What follows belongs to an exercise in optimizing a design on an open flow for small area, a short achievable clock period and few clock cycles per item; a production flow would make more cautious choices.

==> inputs of delta <==
// nearest_palette_color_unit
module nearest_palette_color_unit #(
  parameter int unsigned PALETTE_SIZE = 22
) (
  input  logic        clk_i,
  input  logic        rst_ni,
  input  logic        cfg_we_i,
  input  logic [21:0] cfg_wdata_i,
  input  logic        pixel_valid_i,
  output logic        pixel_ready_o,
  input  logic [31:0] pixel_word_i,
  output logic        result_valid_o,
  input  logic        result_ready_i,
  output logic [4:0]  color_index_o,
  output logic        none_enabled_o
);
clock: 5.5 ns
lec_check: 0
abc_area: 1
abc_clock_period_in_ps: 3500
cap_margin: 20
core_margin: 2
core_utilization: 40
setup_slack_margin: 1.5
slew_margin: 20
run.sh (not shown) runs the stock make flow with config.mk's settings and CLKGATE_MAP_FILE= SYNTH_SCRIPT=/design/flow/synth_recipe.tcl, a recipe that flattens the netlist after the stock synthesis.
==> inputs of lagoon, as changes to delta <==
--- a/flow/design.v
+++ b/flow/design.v
@@ -14,28 +14,10 @@
   output logic        result_valid_o,
   input  logic        result_ready_i,
   output logic [4:0]  color_index_o,
   output logic        none_enabled_o
 );
-  function automatic logic [1:0] cmp_join(input logic [1:0] hi, input logic [1:0] lo);
-    cmp_join = {hi[1] | (hi[0] & lo[1]), hi[1] | (hi[0] & lo[0])};
-  endfunction
-  function automatic logic ge11(input logic [10:0] x, input logic [10:0] y);
-    logic [21:0] p0;
-    logic [11:0] p1;
-    logic [5:0] p2;
-    logic [3:0] p3;
-    logic [1:0] r;
-    for (int k = 0; k < 11; k++) p0[2*k +: 2] = {x[k] & ~y[k], x[k] | ~y[k]};
-    for (int k = 0; k < 5; k++) p1[2*k +: 2] = cmp_join(p0[4*k+2 +: 2], p0[4*k +: 2]);
-    p1[11:10] = p0[21:20];
-    for (int k = 0; k < 3; k++) p2[2*k +: 2] = cmp_join(p1[4*k+2 +: 2], p1[4*k +: 2]);
-    p3[1:0] = cmp_join(p2[3:2], p2[1:0]);
-    p3[3:2] = p2[5:4];
-    r = cmp_join(p3[3:2], p3[1:0]);
-    ge11 = r[0];
-  endfunction
   logic [21:0] enable_mask_q;
   always_ff @(posedge clk_i or negedge rst_ni) begin
     if (!rst_ni) enable_mask_q <= 22'h3fffff;
     else if (cfg_we_i) enable_mask_q <= cfg_wdata_i;
   end
@@ -166,91 +148,91 @@
   assign g21 = 10'(px_r) + 10'(px_g) + 10'd127;   
   logic t1_0_sa;
   logic [10:0] t1_0_val;
   logic t1_0_v;
   logic [0:0] t1_0_idx;
-  assign t1_0_sa = !en_q[1] | (en_q[0] & ge11({g0, 1'b1}, {g1, 1'b0}));
+  assign t1_0_sa = !en_q[1] | (en_q[0] & ({g0, 1'b1} >= {g1, 1'b0}));
   assign t1_0_val = t1_0_sa ? {g0, 1'b1} : {g1, 1'b0};
   assign t1_0_v = en_q[0] | en_q[1];
   assign t1_0_idx = !t1_0_sa;
   logic t1_1_sa;
   logic [10:0] t1_1_val;
   logic t1_1_v;
   logic [0:0] t1_1_idx;
-  assign t1_1_sa = !en_q[3] | (en_q[2] & ge11({g2, 1'b0}, {g3, 1'b0}));
+  assign t1_1_sa = !en_q[3] | (en_q[2] & ({g2, 1'b0} >= {g3, 1'b0}));
   assign t1_1_val = t1_1_sa ? {g2, 1'b0} : {g3, 1'b0};
   assign t1_1_v = en_q[2] | en_q[3];
   assign t1_1_idx = !t1_1_sa;
   logic t1_2_sa;
   logic [10:0] t1_2_val;
   logic t1_2_v;
   logic [0:0] t1_2_idx;
-  assign t1_2_sa = !en_q[5] | (en_q[4] & ge11({g4, 1'b0}, {g5, 1'b0}));
+  assign t1_2_sa = !en_q[5] | (en_q[4] & ({g4, 1'b0} >= {g5, 1'b0}));
   assign t1_2_val = t1_2_sa ? {g4, 1'b0} : {g5, 1'b0};
   assign t1_2_v = en_q[4] | en_q[5];
   assign t1_2_idx = !t1_2_sa;
   logic t1_3_sa;
   logic [10:0] t1_3_val;
   logic t1_3_v;
   logic [0:0] t1_3_idx;
-  assign t1_3_sa = !en_q[7] | (en_q[6] & ge11({g6, 1'b1}, {g7, 1'b1}));
+  assign t1_3_sa = !en_q[7] | (en_q[6] & ({g6, 1'b1} >= {g7, 1'b1}));
   assign t1_3_val = t1_3_sa ? {g6, 1'b1} : {g7, 1'b1};
   assign t1_3_v = en_q[6] | en_q[7];
   assign t1_3_idx = !t1_3_sa;
   logic t1_4_sa;
   logic [10:0] t1_4_val;
   logic t1_4_v;
   logic [0:0] t1_4_idx;
-  assign t1_4_sa = !en_q[9] | (en_q[8] & ge11({g8, 1'b1}, {g9, 1'b1}));
+  assign t1_4_sa = !en_q[9] | (en_q[8] & ({g8, 1'b1} >= {g9, 1'b1}));
   assign t1_4_val = t1_4_sa ? {g8, 1'b1} : {g9, 1'b1};
   assign t1_4_v = en_q[8] | en_q[9];
   assign t1_4_idx = !t1_4_sa;
   logic t1_5_sa;
   logic [10:0] t1_5_val;
   logic t1_5_v;
   logic [0:0] t1_5_idx;
-  assign t1_5_sa = !en_q[11] | (en_q[10] & ge11({g10, 1'b1}, {g11, 1'b0}));
+  assign t1_5_sa = !en_q[11] | (en_q[10] & ({g10, 1'b1} >= {g11, 1'b0}));
   assign t1_5_val = t1_5_sa ? {g10, 1'b1} : {g11, 1'b0};
   assign t1_5_v = en_q[10] | en_q[11];
   assign t1_5_idx = !t1_5_sa;
   logic t1_6_sa;
   logic [10:0] t1_6_val;
   logic t1_6_v;
   logic [0:0] t1_6_idx;
-  assign t1_6_sa = !en_q[13] | (en_q[12] & ge11({g12, 1'b0}, {g13, 1'b1}));
+  assign t1_6_sa = !en_q[13] | (en_q[12] & ({g12, 1'b0} >= {g13, 1'b1}));
   assign t1_6_val = t1_6_sa ? {g12, 1'b0} : {g13, 1'b1};
   assign t1_6_v = en_q[12] | en_q[13];
   assign t1_6_idx = !t1_6_sa;
   logic t1_7_sa;
   logic [10:0] t1_7_val;
   logic t1_7_v;
   logic [0:0] t1_7_idx;
-  assign t1_7_sa = !en_q[15] | (en_q[14] & ge11({g14, 1'b1}, {g15, 1'b1}));
+  assign t1_7_sa = !en_q[15] | (en_q[14] & ({g14, 1'b1} >= {g15, 1'b1}));
   assign t1_7_val = t1_7_sa ? {g14, 1'b1} : {g15, 1'b1};
   assign t1_7_v = en_q[14] | en_q[15];
   assign t1_7_idx = !t1_7_sa;
   logic t1_8_sa;
   logic [10:0] t1_8_val;
   logic t1_8_v;
   logic [0:0] t1_8_idx;
-  assign t1_8_sa = !en_q[17] | (en_q[16] & ge11({g16, 1'b1}, {g17, 1'b1}));
+  assign t1_8_sa = !en_q[17] | (en_q[16] & ({g16, 1'b1} >= {g17, 1'b1}));
   assign t1_8_val = t1_8_sa ? {g16, 1'b1} : {g17, 1'b1};
   assign t1_8_v = en_q[16] | en_q[17];
   assign t1_8_idx = !t1_8_sa;
   logic t1_9_sa;
   logic [10:0] t1_9_val;
   logic t1_9_v;
   logic [0:0] t1_9_idx;
-  assign t1_9_sa = !en_q[19] | (en_q[18] & ge11({g18, 1'b1}, {g19, 1'b1}));
+  assign t1_9_sa = !en_q[19] | (en_q[18] & ({g18, 1'b1} >= {g19, 1'b1}));
   assign t1_9_val = t1_9_sa ? {g18, 1'b1} : {g19, 1'b1};
   assign t1_9_v = en_q[18] | en_q[19];
   assign t1_9_idx = !t1_9_sa;
   logic t1_10_sa;
   logic [10:0] t1_10_val;
   logic t1_10_v;
   logic [0:0] t1_10_idx;
-  assign t1_10_sa = !en_q[21] | (en_q[20] & ge11({g20, 1'b0}, {g21, 1'b1}));
+  assign t1_10_sa = !en_q[21] | (en_q[20] & ({g20, 1'b0} >= {g21, 1'b1}));
   assign t1_10_val = t1_10_sa ? {g20, 1'b0} : {g21, 1'b1};
   assign t1_10_v = en_q[20] | en_q[21];
   assign t1_10_idx = !t1_10_sa;
   logic [10:0] r1_0_val;
   logic r1_0_v;
@@ -327,67 +309,67 @@
   end
   logic t2_0_sa;
   logic [10:0] t2_0_val;
   logic t2_0_v;
   logic [1:0] t2_0_idx;
-  assign t2_0_sa = !r1_1_v | (r1_0_v & ge11(r1_0_val, r1_1_val));
+  assign t2_0_sa = !r1_1_v | (r1_0_v & (r1_0_val >= r1_1_val));
   assign t2_0_val = t2_0_sa ? r1_0_val : r1_1_val;
   assign t2_0_v = r1_0_v | r1_1_v;
   assign t2_0_idx = t2_0_sa ? {1'b0, r1_0_idx} : {1'b1, r1_1_idx};
   logic t2_1_sa;
   logic [10:0] t2_1_val;
   logic t2_1_v;
   logic [1:0] t2_1_idx;
-  assign t2_1_sa = !r1_3_v | (r1_2_v & ge11(r1_2_val, r1_3_val));
+  assign t2_1_sa = !r1_3_v | (r1_2_v & (r1_2_val >= r1_3_val));
   assign t2_1_val = t2_1_sa ? r1_2_val : r1_3_val;
   assign t2_1_v = r1_2_v | r1_3_v;
   assign t2_1_idx = t2_1_sa ? {1'b0, r1_2_idx} : {1'b1, r1_3_idx};
   logic t2_2_sa;
   logic [10:0] t2_2_val;
   logic t2_2_v;
   logic [1:0] t2_2_idx;
-  assign t2_2_sa = !r1_5_v | (r1_4_v & ge11(r1_4_val, r1_5_val));
+  assign t2_2_sa = !r1_5_v | (r1_4_v & (r1_4_val >= r1_5_val));
   assign t2_2_val = t2_2_sa ? r1_4_val : r1_5_val;
   assign t2_2_v = r1_4_v | r1_5_v;
   assign t2_2_idx = t2_2_sa ? {1'b0, r1_4_idx} : {1'b1, r1_5_idx};
   logic t2_3_sa;
   logic [10:0] t2_3_val;
   logic t2_3_v;
   logic [1:0] t2_3_idx;
-  assign t2_3_sa = !r1_7_v | (r1_6_v & ge11(r1_6_val, r1_7_val));
+  assign t2_3_sa = !r1_7_v | (r1_6_v & (r1_6_val >= r1_7_val));
   assign t2_3_val = t2_3_sa ? r1_6_val : r1_7_val;
   assign t2_3_v = r1_6_v | r1_7_v;
   assign t2_3_idx = t2_3_sa ? {1'b0, r1_6_idx} : {1'b1, r1_7_idx};
   logic t2_4_sa;
   logic [10:0] t2_4_val;
   logic t2_4_v;
   logic [1:0] t2_4_idx;
-  assign t2_4_sa = !r1_9_v | (r1_8_v & ge11(r1_8_val, r1_9_val));
+  assign t2_4_sa = !r1_9_v | (r1_8_v & (r1_8_val >= r1_9_val));
   assign t2_4_val = t2_4_sa ? r1_8_val : r1_9_val;
   assign t2_4_v = r1_8_v | r1_9_v;
   assign t2_4_idx = t2_4_sa ? {1'b0, r1_8_idx} : {1'b1, r1_9_idx};
   logic t3_0_sa;
   logic [10:0] t3_0_val;
   logic t3_0_v;
   logic [2:0] t3_0_idx;
-  assign t3_0_sa = !t2_1_v | (t2_0_v & ge11(t2_0_val, t2_1_val));
+  assign t3_0_sa = !t2_1_v | (t2_0_v & (t2_0_val >= t2_1_val));
   assign t3_0_val = t3_0_sa ? t2_0_val : t2_1_val;
   assign t3_0_v = t2_0_v | t2_1_v;
   assign t3_0_idx = t3_0_sa ? {1'b0, t2_0_idx} : {1'b1, t2_1_idx};
   logic t3_1_sa;
   logic [10:0] t3_1_val;
   logic t3_1_v;
   logic [2:0] t3_1_idx;
-  assign t3_1_sa = !t2_3_v | (t2_2_v & ge11(t2_2_val, t2_3_val));
+  assign t3_1_sa = !t2_3_v | (t2_2_v & (t2_2_val >= t2_3_val));
   assign t3_1_val = t3_1_sa ? t2_2_val : t2_3_val;
   assign t3_1_v = t2_2_v | t2_3_v;
   assign t3_1_idx = t3_1_sa ? {1'b0, t2_2_idx} : {1'b1, t2_3_idx};
   logic t3_2_sa;
   logic [10:0] t3_2_val;
   logic t3_2_v;
   logic [2:0] t3_2_idx;
-  assign t3_2_sa = !r1_10_v | (t2_4_v & ge11(t2_4_val, r1_10_val));
+  assign t3_2_sa = !r1_10_v | (t2_4_v & (t2_4_val >= r1_10_val));
   assign t3_2_val = t3_2_sa ? t2_4_val : r1_10_val;
   assign t3_2_v = t2_4_v | r1_10_v;
   assign t3_2_idx = t3_2_sa ? {1'b0, t2_4_idx} : {1'b1, {1'b0, r1_10_idx}};
   logic [10:0] r3_0_val;
   logic r3_0_v;
@@ -416,19 +398,19 @@
   end
   logic t4_0_sa;
   logic [10:0] t4_0_val;
   logic t4_0_v;
   logic [3:0] t4_0_idx;
-  assign t4_0_sa = !r3_1_v | (r3_0_v & ge11(r3_0_val, r3_1_val));
+  assign t4_0_sa = !r3_1_v | (r3_0_v & (r3_0_val >= r3_1_val));
   assign t4_0_val = t4_0_sa ? r3_0_val : r3_1_val;
   assign t4_0_v = r3_0_v | r3_1_v;
   assign t4_0_idx = t4_0_sa ? {1'b0, r3_0_idx} : {1'b1, r3_1_idx};
   logic t5_0_sa;
   logic [10:0] t5_0_val;
   logic t5_0_v;
   logic [4:0] t5_0_idx;
-  assign t5_0_sa = !r3_2_v | (t4_0_v & ge11(t4_0_val, r3_2_val));
+  assign t5_0_sa = !r3_2_v | (t4_0_v & (t4_0_val >= r3_2_val));
   assign t5_0_val = t5_0_sa ? t4_0_val : r3_2_val;
   assign t5_0_v = t4_0_v | r3_2_v;
   assign t5_0_idx = t5_0_sa ? {1'b0, t4_0_idx} : {1'b1, {1'b0, r3_2_idx}};
   logic [5:0] res;
   logic      res_v;
- ABC_AREA: 1 -> unset
- ABC_CLOCK_PERIOD_IN_PS: 3500 -> unset
- SETUP_SLACK_MARGIN: 1.5 -> unset
==> inputs of raven, as changes to delta <==
--- a/flow/design.v
+++ b/flow/design.v
@@ -14,28 +14,10 @@
   output logic        result_valid_o,
   input  logic        result_ready_i,
   output logic [4:0]  color_index_o,
   output logic        none_enabled_o
 );
-  function automatic logic [1:0] cmp_join(input logic [1:0] hi, input logic [1:0] lo);
-    cmp_join = {hi[1] | (hi[0] & lo[1]), hi[1] | (hi[0] & lo[0])};
-  endfunction
-  function automatic logic ge11(input logic [10:0] x, input logic [10:0] y);
-    logic [21:0] p0;
-    logic [11:0] p1;
-    logic [5:0] p2;
-    logic [3:0] p3;
-    logic [1:0] r;
-    for (int k = 0; k < 11; k++) p0[2*k +: 2] = {x[k] & ~y[k], x[k] | ~y[k]};
-    for (int k = 0; k < 5; k++) p1[2*k +: 2] = cmp_join(p0[4*k+2 +: 2], p0[4*k +: 2]);
-    p1[11:10] = p0[21:20];
-    for (int k = 0; k < 3; k++) p2[2*k +: 2] = cmp_join(p1[4*k+2 +: 2], p1[4*k +: 2]);
-    p3[1:0] = cmp_join(p2[3:2], p2[1:0]);
-    p3[3:2] = p2[5:4];
-    r = cmp_join(p3[3:2], p3[1:0]);
-    ge11 = r[0];
-  endfunction
   logic [21:0] enable_mask_q;
   always_ff @(posedge clk_i or negedge rst_ni) begin
     if (!rst_ni) enable_mask_q <= 22'h3fffff;
     else if (cfg_we_i) enable_mask_q <= cfg_wdata_i;
   end
@@ -166,91 +148,91 @@
   assign g21 = 10'(px_r) + 10'(px_g) + 10'd127;   
   logic t1_0_sa;
   logic [10:0] t1_0_val;
   logic t1_0_v;
   logic [0:0] t1_0_idx;
-  assign t1_0_sa = !en_q[1] | (en_q[0] & ge11({g0, 1'b1}, {g1, 1'b0}));
+  assign t1_0_sa = !en_q[1] | (en_q[0] & ({g0, 1'b1} >= {g1, 1'b0}));
   assign t1_0_val = t1_0_sa ? {g0, 1'b1} : {g1, 1'b0};
   assign t1_0_v = en_q[0] | en_q[1];
   assign t1_0_idx = !t1_0_sa;
   logic t1_1_sa;
   logic [10:0] t1_1_val;
   logic t1_1_v;
   logic [0:0] t1_1_idx;
-  assign t1_1_sa = !en_q[3] | (en_q[2] & ge11({g2, 1'b0}, {g3, 1'b0}));
+  assign t1_1_sa = !en_q[3] | (en_q[2] & ({g2, 1'b0} >= {g3, 1'b0}));
   assign t1_1_val = t1_1_sa ? {g2, 1'b0} : {g3, 1'b0};
   assign t1_1_v = en_q[2] | en_q[3];
   assign t1_1_idx = !t1_1_sa;
   logic t1_2_sa;
   logic [10:0] t1_2_val;
   logic t1_2_v;
   logic [0:0] t1_2_idx;
-  assign t1_2_sa = !en_q[5] | (en_q[4] & ge11({g4, 1'b0}, {g5, 1'b0}));
+  assign t1_2_sa = !en_q[5] | (en_q[4] & ({g4, 1'b0} >= {g5, 1'b0}));
   assign t1_2_val = t1_2_sa ? {g4, 1'b0} : {g5, 1'b0};
   assign t1_2_v = en_q[4] | en_q[5];
   assign t1_2_idx = !t1_2_sa;
   logic t1_3_sa;
   logic [10:0] t1_3_val;
   logic t1_3_v;
   logic [0:0] t1_3_idx;
-  assign t1_3_sa = !en_q[7] | (en_q[6] & ge11({g6, 1'b1}, {g7, 1'b1}));
+  assign t1_3_sa = !en_q[7] | (en_q[6] & ({g6, 1'b1} >= {g7, 1'b1}));
   assign t1_3_val = t1_3_sa ? {g6, 1'b1} : {g7, 1'b1};
   assign t1_3_v = en_q[6] | en_q[7];
   assign t1_3_idx = !t1_3_sa;
   logic t1_4_sa;
   logic [10:0] t1_4_val;
   logic t1_4_v;
   logic [0:0] t1_4_idx;
-  assign t1_4_sa = !en_q[9] | (en_q[8] & ge11({g8, 1'b1}, {g9, 1'b1}));
+  assign t1_4_sa = !en_q[9] | (en_q[8] & ({g8, 1'b1} >= {g9, 1'b1}));
   assign t1_4_val = t1_4_sa ? {g8, 1'b1} : {g9, 1'b1};
   assign t1_4_v = en_q[8] | en_q[9];
   assign t1_4_idx = !t1_4_sa;
   logic t1_5_sa;
   logic [10:0] t1_5_val;
   logic t1_5_v;
   logic [0:0] t1_5_idx;
-  assign t1_5_sa = !en_q[11] | (en_q[10] & ge11({g10, 1'b1}, {g11, 1'b0}));
+  assign t1_5_sa = !en_q[11] | (en_q[10] & ({g10, 1'b1} >= {g11, 1'b0}));
   assign t1_5_val = t1_5_sa ? {g10, 1'b1} : {g11, 1'b0};
   assign t1_5_v = en_q[10] | en_q[11];
   assign t1_5_idx = !t1_5_sa;
   logic t1_6_sa;
   logic [10:0] t1_6_val;
   logic t1_6_v;
   logic [0:0] t1_6_idx;
-  assign t1_6_sa = !en_q[13] | (en_q[12] & ge11({g12, 1'b0}, {g13, 1'b1}));
+  assign t1_6_sa = !en_q[13] | (en_q[12] & ({g12, 1'b0} >= {g13, 1'b1}));
   assign t1_6_val = t1_6_sa ? {g12, 1'b0} : {g13, 1'b1};
   assign t1_6_v = en_q[12] | en_q[13];
   assign t1_6_idx = !t1_6_sa;
   logic t1_7_sa;
   logic [10:0] t1_7_val;
   logic t1_7_v;
   logic [0:0] t1_7_idx;
-  assign t1_7_sa = !en_q[15] | (en_q[14] & ge11({g14, 1'b1}, {g15, 1'b1}));
+  assign t1_7_sa = !en_q[15] | (en_q[14] & ({g14, 1'b1} >= {g15, 1'b1}));
   assign t1_7_val = t1_7_sa ? {g14, 1'b1} : {g15, 1'b1};
   assign t1_7_v = en_q[14] | en_q[15];
   assign t1_7_idx = !t1_7_sa;
   logic t1_8_sa;
   logic [10:0] t1_8_val;
   logic t1_8_v;
   logic [0:0] t1_8_idx;
-  assign t1_8_sa = !en_q[17] | (en_q[16] & ge11({g16, 1'b1}, {g17, 1'b1}));
+  assign t1_8_sa = !en_q[17] | (en_q[16] & ({g16, 1'b1} >= {g17, 1'b1}));
   assign t1_8_val = t1_8_sa ? {g16, 1'b1} : {g17, 1'b1};
   assign t1_8_v = en_q[16] | en_q[17];
   assign t1_8_idx = !t1_8_sa;
   logic t1_9_sa;
   logic [10:0] t1_9_val;
   logic t1_9_v;
   logic [0:0] t1_9_idx;
-  assign t1_9_sa = !en_q[19] | (en_q[18] & ge11({g18, 1'b1}, {g19, 1'b1}));
+  assign t1_9_sa = !en_q[19] | (en_q[18] & ({g18, 1'b1} >= {g19, 1'b1}));
   assign t1_9_val = t1_9_sa ? {g18, 1'b1} : {g19, 1'b1};
   assign t1_9_v = en_q[18] | en_q[19];
   assign t1_9_idx = !t1_9_sa;
   logic t1_10_sa;
   logic [10:0] t1_10_val;
   logic t1_10_v;
   logic [0:0] t1_10_idx;
-  assign t1_10_sa = !en_q[21] | (en_q[20] & ge11({g20, 1'b0}, {g21, 1'b1}));
+  assign t1_10_sa = !en_q[21] | (en_q[20] & ({g20, 1'b0} >= {g21, 1'b1}));
   assign t1_10_val = t1_10_sa ? {g20, 1'b0} : {g21, 1'b1};
   assign t1_10_v = en_q[20] | en_q[21];
   assign t1_10_idx = !t1_10_sa;
   logic [10:0] r1_0_val;
   logic r1_0_v;
@@ -327,67 +309,67 @@
   end
   logic t2_0_sa;
   logic [10:0] t2_0_val;
   logic t2_0_v;
   logic [1:0] t2_0_idx;
-  assign t2_0_sa = !r1_1_v | (r1_0_v & ge11(r1_0_val, r1_1_val));
+  assign t2_0_sa = !r1_1_v | (r1_0_v & (r1_0_val >= r1_1_val));
   assign t2_0_val = t2_0_sa ? r1_0_val : r1_1_val;
   assign t2_0_v = r1_0_v | r1_1_v;
   assign t2_0_idx = t2_0_sa ? {1'b0, r1_0_idx} : {1'b1, r1_1_idx};
   logic t2_1_sa;
   logic [10:0] t2_1_val;
   logic t2_1_v;
   logic [1:0] t2_1_idx;
-  assign t2_1_sa = !r1_3_v | (r1_2_v & ge11(r1_2_val, r1_3_val));
+  assign t2_1_sa = !r1_3_v | (r1_2_v & (r1_2_val >= r1_3_val));
   assign t2_1_val = t2_1_sa ? r1_2_val : r1_3_val;
   assign t2_1_v = r1_2_v | r1_3_v;
   assign t2_1_idx = t2_1_sa ? {1'b0, r1_2_idx} : {1'b1, r1_3_idx};
   logic t2_2_sa;
   logic [10:0] t2_2_val;
   logic t2_2_v;
   logic [1:0] t2_2_idx;
-  assign t2_2_sa = !r1_5_v | (r1_4_v & ge11(r1_4_val, r1_5_val));
+  assign t2_2_sa = !r1_5_v | (r1_4_v & (r1_4_val >= r1_5_val));
   assign t2_2_val = t2_2_sa ? r1_4_val : r1_5_val;
   assign t2_2_v = r1_4_v | r1_5_v;
   assign t2_2_idx = t2_2_sa ? {1'b0, r1_4_idx} : {1'b1, r1_5_idx};
   logic t2_3_sa;
   logic [10:0] t2_3_val;
   logic t2_3_v;
   logic [1:0] t2_3_idx;
-  assign t2_3_sa = !r1_7_v | (r1_6_v & ge11(r1_6_val, r1_7_val));
+  assign t2_3_sa = !r1_7_v | (r1_6_v & (r1_6_val >= r1_7_val));
   assign t2_3_val = t2_3_sa ? r1_6_val : r1_7_val;
   assign t2_3_v = r1_6_v | r1_7_v;
   assign t2_3_idx = t2_3_sa ? {1'b0, r1_6_idx} : {1'b1, r1_7_idx};
   logic t2_4_sa;
   logic [10:0] t2_4_val;
   logic t2_4_v;
   logic [1:0] t2_4_idx;
-  assign t2_4_sa = !r1_9_v | (r1_8_v & ge11(r1_8_val, r1_9_val));
+  assign t2_4_sa = !r1_9_v | (r1_8_v & (r1_8_val >= r1_9_val));
   assign t2_4_val = t2_4_sa ? r1_8_val : r1_9_val;
   assign t2_4_v = r1_8_v | r1_9_v;
   assign t2_4_idx = t2_4_sa ? {1'b0, r1_8_idx} : {1'b1, r1_9_idx};
   logic t3_0_sa;
   logic [10:0] t3_0_val;
   logic t3_0_v;
   logic [2:0] t3_0_idx;
-  assign t3_0_sa = !t2_1_v | (t2_0_v & ge11(t2_0_val, t2_1_val));
+  assign t3_0_sa = !t2_1_v | (t2_0_v & (t2_0_val >= t2_1_val));
   assign t3_0_val = t3_0_sa ? t2_0_val : t2_1_val;
   assign t3_0_v = t2_0_v | t2_1_v;
   assign t3_0_idx = t3_0_sa ? {1'b0, t2_0_idx} : {1'b1, t2_1_idx};
   logic t3_1_sa;
   logic [10:0] t3_1_val;
   logic t3_1_v;
   logic [2:0] t3_1_idx;
-  assign t3_1_sa = !t2_3_v | (t2_2_v & ge11(t2_2_val, t2_3_val));
+  assign t3_1_sa = !t2_3_v | (t2_2_v & (t2_2_val >= t2_3_val));
   assign t3_1_val = t3_1_sa ? t2_2_val : t2_3_val;
   assign t3_1_v = t2_2_v | t2_3_v;
   assign t3_1_idx = t3_1_sa ? {1'b0, t2_2_idx} : {1'b1, t2_3_idx};
   logic t3_2_sa;
   logic [10:0] t3_2_val;
   logic t3_2_v;
   logic [2:0] t3_2_idx;
-  assign t3_2_sa = !r1_10_v | (t2_4_v & ge11(t2_4_val, r1_10_val));
+  assign t3_2_sa = !r1_10_v | (t2_4_v & (t2_4_val >= r1_10_val));
   assign t3_2_val = t3_2_sa ? t2_4_val : r1_10_val;
   assign t3_2_v = t2_4_v | r1_10_v;
   assign t3_2_idx = t3_2_sa ? {1'b0, t2_4_idx} : {1'b1, {1'b0, r1_10_idx}};
   logic [10:0] r3_0_val;
   logic r3_0_v;
@@ -416,19 +398,19 @@
   end
   logic t4_0_sa;
   logic [10:0] t4_0_val;
   logic t4_0_v;
   logic [3:0] t4_0_idx;
-  assign t4_0_sa = !r3_1_v | (r3_0_v & ge11(r3_0_val, r3_1_val));
+  assign t4_0_sa = !r3_1_v | (r3_0_v & (r3_0_val >= r3_1_val));
   assign t4_0_val = t4_0_sa ? r3_0_val : r3_1_val;
   assign t4_0_v = r3_0_v | r3_1_v;
   assign t4_0_idx = t4_0_sa ? {1'b0, r3_0_idx} : {1'b1, r3_1_idx};
   logic t5_0_sa;
   logic [10:0] t5_0_val;
   logic t5_0_v;
   logic [4:0] t5_0_idx;
-  assign t5_0_sa = !r3_2_v | (t4_0_v & ge11(t4_0_val, r3_2_val));
+  assign t5_0_sa = !r3_2_v | (t4_0_v & (t4_0_val >= r3_2_val));
   assign t5_0_val = t5_0_sa ? t4_0_val : r3_2_val;
   assign t5_0_v = t4_0_v | r3_2_v;
   assign t5_0_idx = t5_0_sa ? {1'b0, t4_0_idx} : {1'b1, {1'b0, r3_2_idx}};
   logic [5:0] res;
   logic      res_v;
- ABC_AREA: 1 -> unset
- ABC_CLOCK_PERIOD_IN_PS: 3500 -> 3000
- SETUP_SLACK_MARGIN: 1.5 -> 2.5
==> metrics.yaml <==
status:
  run_status: "no timing/DRC/antenna violations"
sta:
  hold_ws_ns: 0.373
  slew_headroom_pct: 59.7
finish:
  final_util_pct: 56.2
  n_antenna_cell: 1
power_and_ir_drop:
  p_int_mw: 10.8
placed_design:
  gp_congestion: 0.936
synthesis:
  ys_seq_area_share_pct: 26.1
critical_path:
  slowest_delay_ns: 0.58
[end of results for raven]
==> metrics.yaml <==
power_and_ir_drop:
  p_int_mw: 7.66
placed_design:
  gp_congestion: 0.926
critical_path:
  slowest_delay_ns: 0.54
status:
  run_status: "no timing/DRC/antenna violations"
sta:
  hold_ws_ns: 0.383
[end of results for lagoon]
==> metrics.yaml <==
finish:
  final_util_pct: 51.4
critical_path:
  cp.arrival_ns: 4.75
  slowest_delay_ns: 0.47
  cp_slowest_cell: "fa_1"
placed_design:
  gp_congestion: 0.999
sta:
  slew_headroom_pct: 45.7
  hold_ws_ns: 0.373
power_and_ir_drop:
  p_int_mw: 7.46
synthesis:
  ys_seq_area_share_pct: 27.1
status:
  run_status: "no timing/DRC/antenna violations"
[end of results for delta]
No functional check of the RTL was part of any run of this note.

## re-timing with driven ports
The flow's constraints put no driver on any port. The routed layouts listed below were extracted and timed again, unchanged, in two steps.
Step 1, drivers: a clkbuf_16 drives clk_i and a buf_2 each remaining input, both assumed.
Step 2 moves the port delays by t, midway between the first and last clock arrival at a register: inputs arrive t later, outputs are due t later. That takes back most of the time a late clock gives input paths.
a / b / c = ideal ports / drivers / drivers and shift; a / b = the first two.
run	t (ns)	setup WS [ns]	worst setup path after step 2	clock arrival spread, ns	pins driven straight from the clock port
delta	0.607	1.179 / 1.179 / 1.075	input to register	0.021 / 0.021	1
lagoon	0.615	0.233 / 0.233 / 0.233	register to register	0.029 / 0.029	1
raven	0.605	0.610 / 0.610 / 0.610	register to register	0.028 / 0.028	1
After both steps every run listed still meets setup and hold. For delta, which loses most, drivers alone change the setup slack by 0.000 ns; drivers and shift together by -0.104 ns.
